This design comes from an exercise in tuning for small area, a short achievable clock period and few clock cycles on the open sky130 flow, not from production work. The RTL was checked by simulation tests, not by an equivalence proof against the original design. No activity file was given, so power comes from the tool's default toggle rates.

Setup of run A:
// mem_front_top
module mem_front_top #(
  parameter int QUEUE_DEPTH = 4
) (
  input  logic         clock,
  input  logic         reset,
  input  logic         fetch_req,           
  input  logic [63:0]  fetch_addr,
  output logic         fetch_ack,
  output logic [63:0]  fetch_data,
  input  logic         data_req,            
  input  logic [128:0] data_cmd,            
  output logic         data_ack,
  output logic [63:0]  load_data,
  output logic [1:0]   proc2mem_command,
  output logic [63:0]  proc2mem_addr,
  output logic [63:0]  proc2mem_data,
  input  logic [3:0]   mem2proc_response,
  input  logic [63:0]  mem2proc_data,
  input  logic [3:0]   mem2proc_tag
);
Size: roughly 530 I/O pins.
==> flow/config.mk <==
export PLATFORM = sky130hd
export DESIGN_NAME = mem_front_top
export DESIGN_NICKNAME = mem_front_top
export VERILOG_FILES = /design/flow/design.v
export SDC_FILE = /design/flow/constraint.sdc
export NUM_CORES = 4
export LEC_CHECK = 0
export CAP_MARGIN = 20
export CORE_AREA = 5 5 180 180
export CTS_BUF_LIST = sky130_fd_sc_hd__clkbuf_2
export DIE_AREA = 0 0 185 185
export SETUP_SLACK_MARGIN = 2.9
export SLEW_MARGIN = 20
==> flow/constraint.sdc <==
create_clock -name core_clock -period 6.0 [get_ports {clock}]
set_input_delay 1.2000 -clock core_clock [delete_from_list [all_inputs] [get_ports {clock}]]
set_output_delay 1.2000 -clock core_clock [all_outputs]
set_load 0.01 [all_outputs]
standard.sh (not shown) runs the stock make flow with config.mk's settings and CLKGATE_MAP_FILE= SYNTH_SCRIPT=/design/flow/synth_recipe.tcl, a recipe that flattens the netlist after the stock synthesis.
==> flow/flow/run.sh <==
#!/bin/bash
# The standard layout, with the smallest buffer on every port, and timing
# repair that only resizes cells.
set -euo pipefail
export BUFFER_PORTS_ARGS="-buffer_cell sky130_fd_sc_hd__buf_1"
export SETUP_REPAIR_SEQUENCE="sizeup,swap"
bash standard.sh > standard.log 2>&1
Testbench counts of run A, summed over its fixed seeds: cycles 24,588.
--- input diff run A..run B ---
Settings: changing SETUP_SLACK_MARGIN from 2.9 to 2.76.
==> flow/flow/run.sh <==
#!/bin/bash
# The standard layout, with the smallest buffer on every port.
set -euo pipefail
export BUFFER_PORTS_ARGS="-buffer_cell sky130_fd_sc_hd__buf_1"
bash standard.sh > standard.log 2>&1
--- outcome ---
- Across run A and run B, the outcome is the same: a clean finish for every run.
- Compared run A against run B; count of fill cells added during filler insertion within noise.
- Proportion of power drawn by combinational gates in run B is 2.6 points lower than in run A
- Run B reports a lower clock power than run A does.
- Average wire per standard cell: run B vs run A down about 8%
- Going from run A to run B, cell count went down 6, sequential share of layout area increased 0.64 points, post-route clock period utilization went up 0.22 points.
- Global-route wire length before repair improves in run B relative to run A.
- Run B vs run A on setup slack of the critical path after layout: run B is the lower one.
Here is what was changed in the inputs of run C compared with run B.
Settings: SETUP_SLACK_MARGIN changed from 2.76 to 2.85.
--- outcome ---
- From run B to run C the numbers moved as follows: time the final worst path needs with I/O delays and setup has decreased, met1 routing resource usage after global routing has decreased, clock transition time at the flip-flop clock pins of the worst setup and hold paths has remained practically unchanged, worst path setup slack after routing has increased.
- Relative to run B, share of the core filled with cells has gone up in run C.
- Run C reports its top layer reached by signal wires as met4 while run B reports met5.
- Run C ended with more non-filler instance count after layout than run B.
- Compared with run B, run C degrades final cell area excluding filler cells.
- Signed area change from the synthesized netlist to the final layout in run C vs run B: up 4.5 points
- In terms of switching share of power, run B and run C differ only marginally.
- Summary of run C over run B: share of final layout cell area taken by clock buffers and inverters neither gained nor lost much, sum of routed wire length over all layers rose 6.4%.
- Launch point of the worst path: mem2proc_tag[3] -> run B, mem2proc_response[3] -> run C
## Diff of input files: run D against run C
Settings: swapping 2.85 for 2.68 in SETUP_SLACK_MARGIN.
==> flow/run.sh (new file) <==
#!/bin/bash
# synth_recipe.tcl (not shown) runs the flow's synth.tcl, then flattens the netlist and writes it again
# the make line also repeats each setting of config.mk as NAME=value (left out here)
make -C /OpenROAD-flow-scripts/flow DESIGN_CONFIG=/design/flow/config.mk WORK_HOME=/design/flow/orfs CLKGATE_MAP_FILE= SYNTH_SCRIPT=/design/flow/synth_recipe.tcl finish
removed: flow/flow/run.sh
removed: flow/standard.sh
[summary]
- The run with more routed wire is run C, not run D.
- Diff run D..run C | final-layout clock buffer total | negligible
- Post-layout utilization of the core: run D higher than run C
- Higher total internal power among run C and run D: run D
- The first-iteration DRC count in run C is 0.67 times that in run D.
- Measured against each other, run C and run D differ in number of antenna violations at the first check in global routing, the lower figure coming from run D.
- Run C reports its capturing element of the worst setup path as data_ack while run D reports proc2mem_addr[4].
- The multi-input logic area number comes out higher for run C vs run D.
Inputs modified between run D and run E:
==> flow/flow/run.sh (new file) <==
#!/bin/bash
# The standard layout, with the smallest buffer on every port.
set -euo pipefail
export BUFFER_PORTS_ARGS="-buffer_cell sky130_fd_sc_hd__buf_1"
bash standard.sh > standard.log 2>&1
==> flow/standard.sh (new file) <==
#!/bin/bash
# synth_recipe.tcl (not shown) runs the flow's synth.tcl, then flattens the netlist and writes it again
# the make line also repeats each setting of config.mk as NAME=value (left out here)
make -C /OpenROAD-flow-scripts/flow DESIGN_CONFIG=/design/flow/config.mk WORK_HOME=/design/flow/orfs CLKGATE_MAP_FILE= SYNTH_SCRIPT=/design/flow/synth_recipe.tcl "${@:-finish}"
removed: flow/run.sh
### Flow results
- Run D -> run E: power attributed to the clock group flat
- The flip-flop and latch area of run E falls short of that of run D by about 1.5%.
- Run E vs run D — time the worst path needs with I/O delays and setup dropped 0.028 ns.
- Global-route wire length before repair for run E: 4.6% down relative to run D
- For the fmax, run E came in about 0.9% higher than run D did.
- The area overhead of the layout relative to synthesis of run E is lower than that of run D.
- Looking at share of the final layout cell area in sequential cells, run E sits 2.4 points above run D.
- In run E relative to run D, non-clock buffer count had gone down slightly.
- Run E vs. run D: multi-input combinational area share went up by 8.9 points.
- The higher count of fill cells added during filler insertion of run E and run D is in run E.
Changes in run F relative to run E:
Settings: setting PLACE_DENSITY to 0.9 for the first time; changing SETUP_SLACK_MARGIN from 2.68 to 2.72.
Notes after the runs:
- Per the comparison of run F with run E, fraction of area in multi-input gates moved up, wire length went up 690 um, internal power summed over all cells went up, portion of netlist area occupied by mux cells roughly the same, critical path's largest stage delay roughly the same.
- Diff run E -> run F: met2 track utilization from global routing rose 1.1 points, final worst-path setup slack now larger, total half-perimeter wirelength after legalization and detailed placement +700 um, sequential share of layout area went down by 0.18 points, number of fill cells decreased by 26 relative to the old numbers.
- As far as number of tapcells goes, run E and run F are indistinguishable; the numbers are identical.

## static timing again, ports no longer ideal
Ports are ideal in the flow. The routed layouts listed here were re-timed in OpenROAD. Step 1: set_driving_cell puts a clkbuf_16 on clock and a buf_2 on each other input, an assumption about the parent block. Step 2 adds t to the input delays and takes it off the output delays; t is the mean of the earliest and latest rising clock arrival at the registers after step 1. Input paths then give back, and output paths get back, about the clock's delay inside the block. Slacks: ideal / step 1 / step 2; pairs: ideal / step 1.
run | t (ns) | setup slack, ns | hold slack, ns | worst setup path at the end | latest minus earliest clock arrival (ns)
run A | 0.279 | 2.808 / 2.758 / 2.758 | 0.451 / 0.451 / 0.451 | input to output | 0.004 / 0.005
run B | 0.248 | 2.795 / 2.767 / 2.767 | 0.455 / 0.455 / 0.455 | input to output | 0.000 / 0.000
run C | 0.266 | 2.820 / 2.768 / 2.768 | 0.483 / 0.483 / 0.483 | input to output | 0.012 / 0.012
run D | 0.248 | 2.711 / 2.665 / 2.665 | 0.449 / 0.449 / 0.449 | input to output | 0.002 / 0.002
run E | 0.247 | 2.739 / 2.716 / 2.716 | 0.456 / 0.456 / 0.456 | input to output | 0.003 / 0.004
run F | 0.243 | 2.785 / 2.682 / 2.682 | 0.446 / 0.446 / 0.446 | input to output | 0.004 / 0.004
After both steps every run listed still meets setup and hold. The setup slack of run F, which loses most, moves by -0.103 ns with the drivers and by -0.103 ns with both steps.
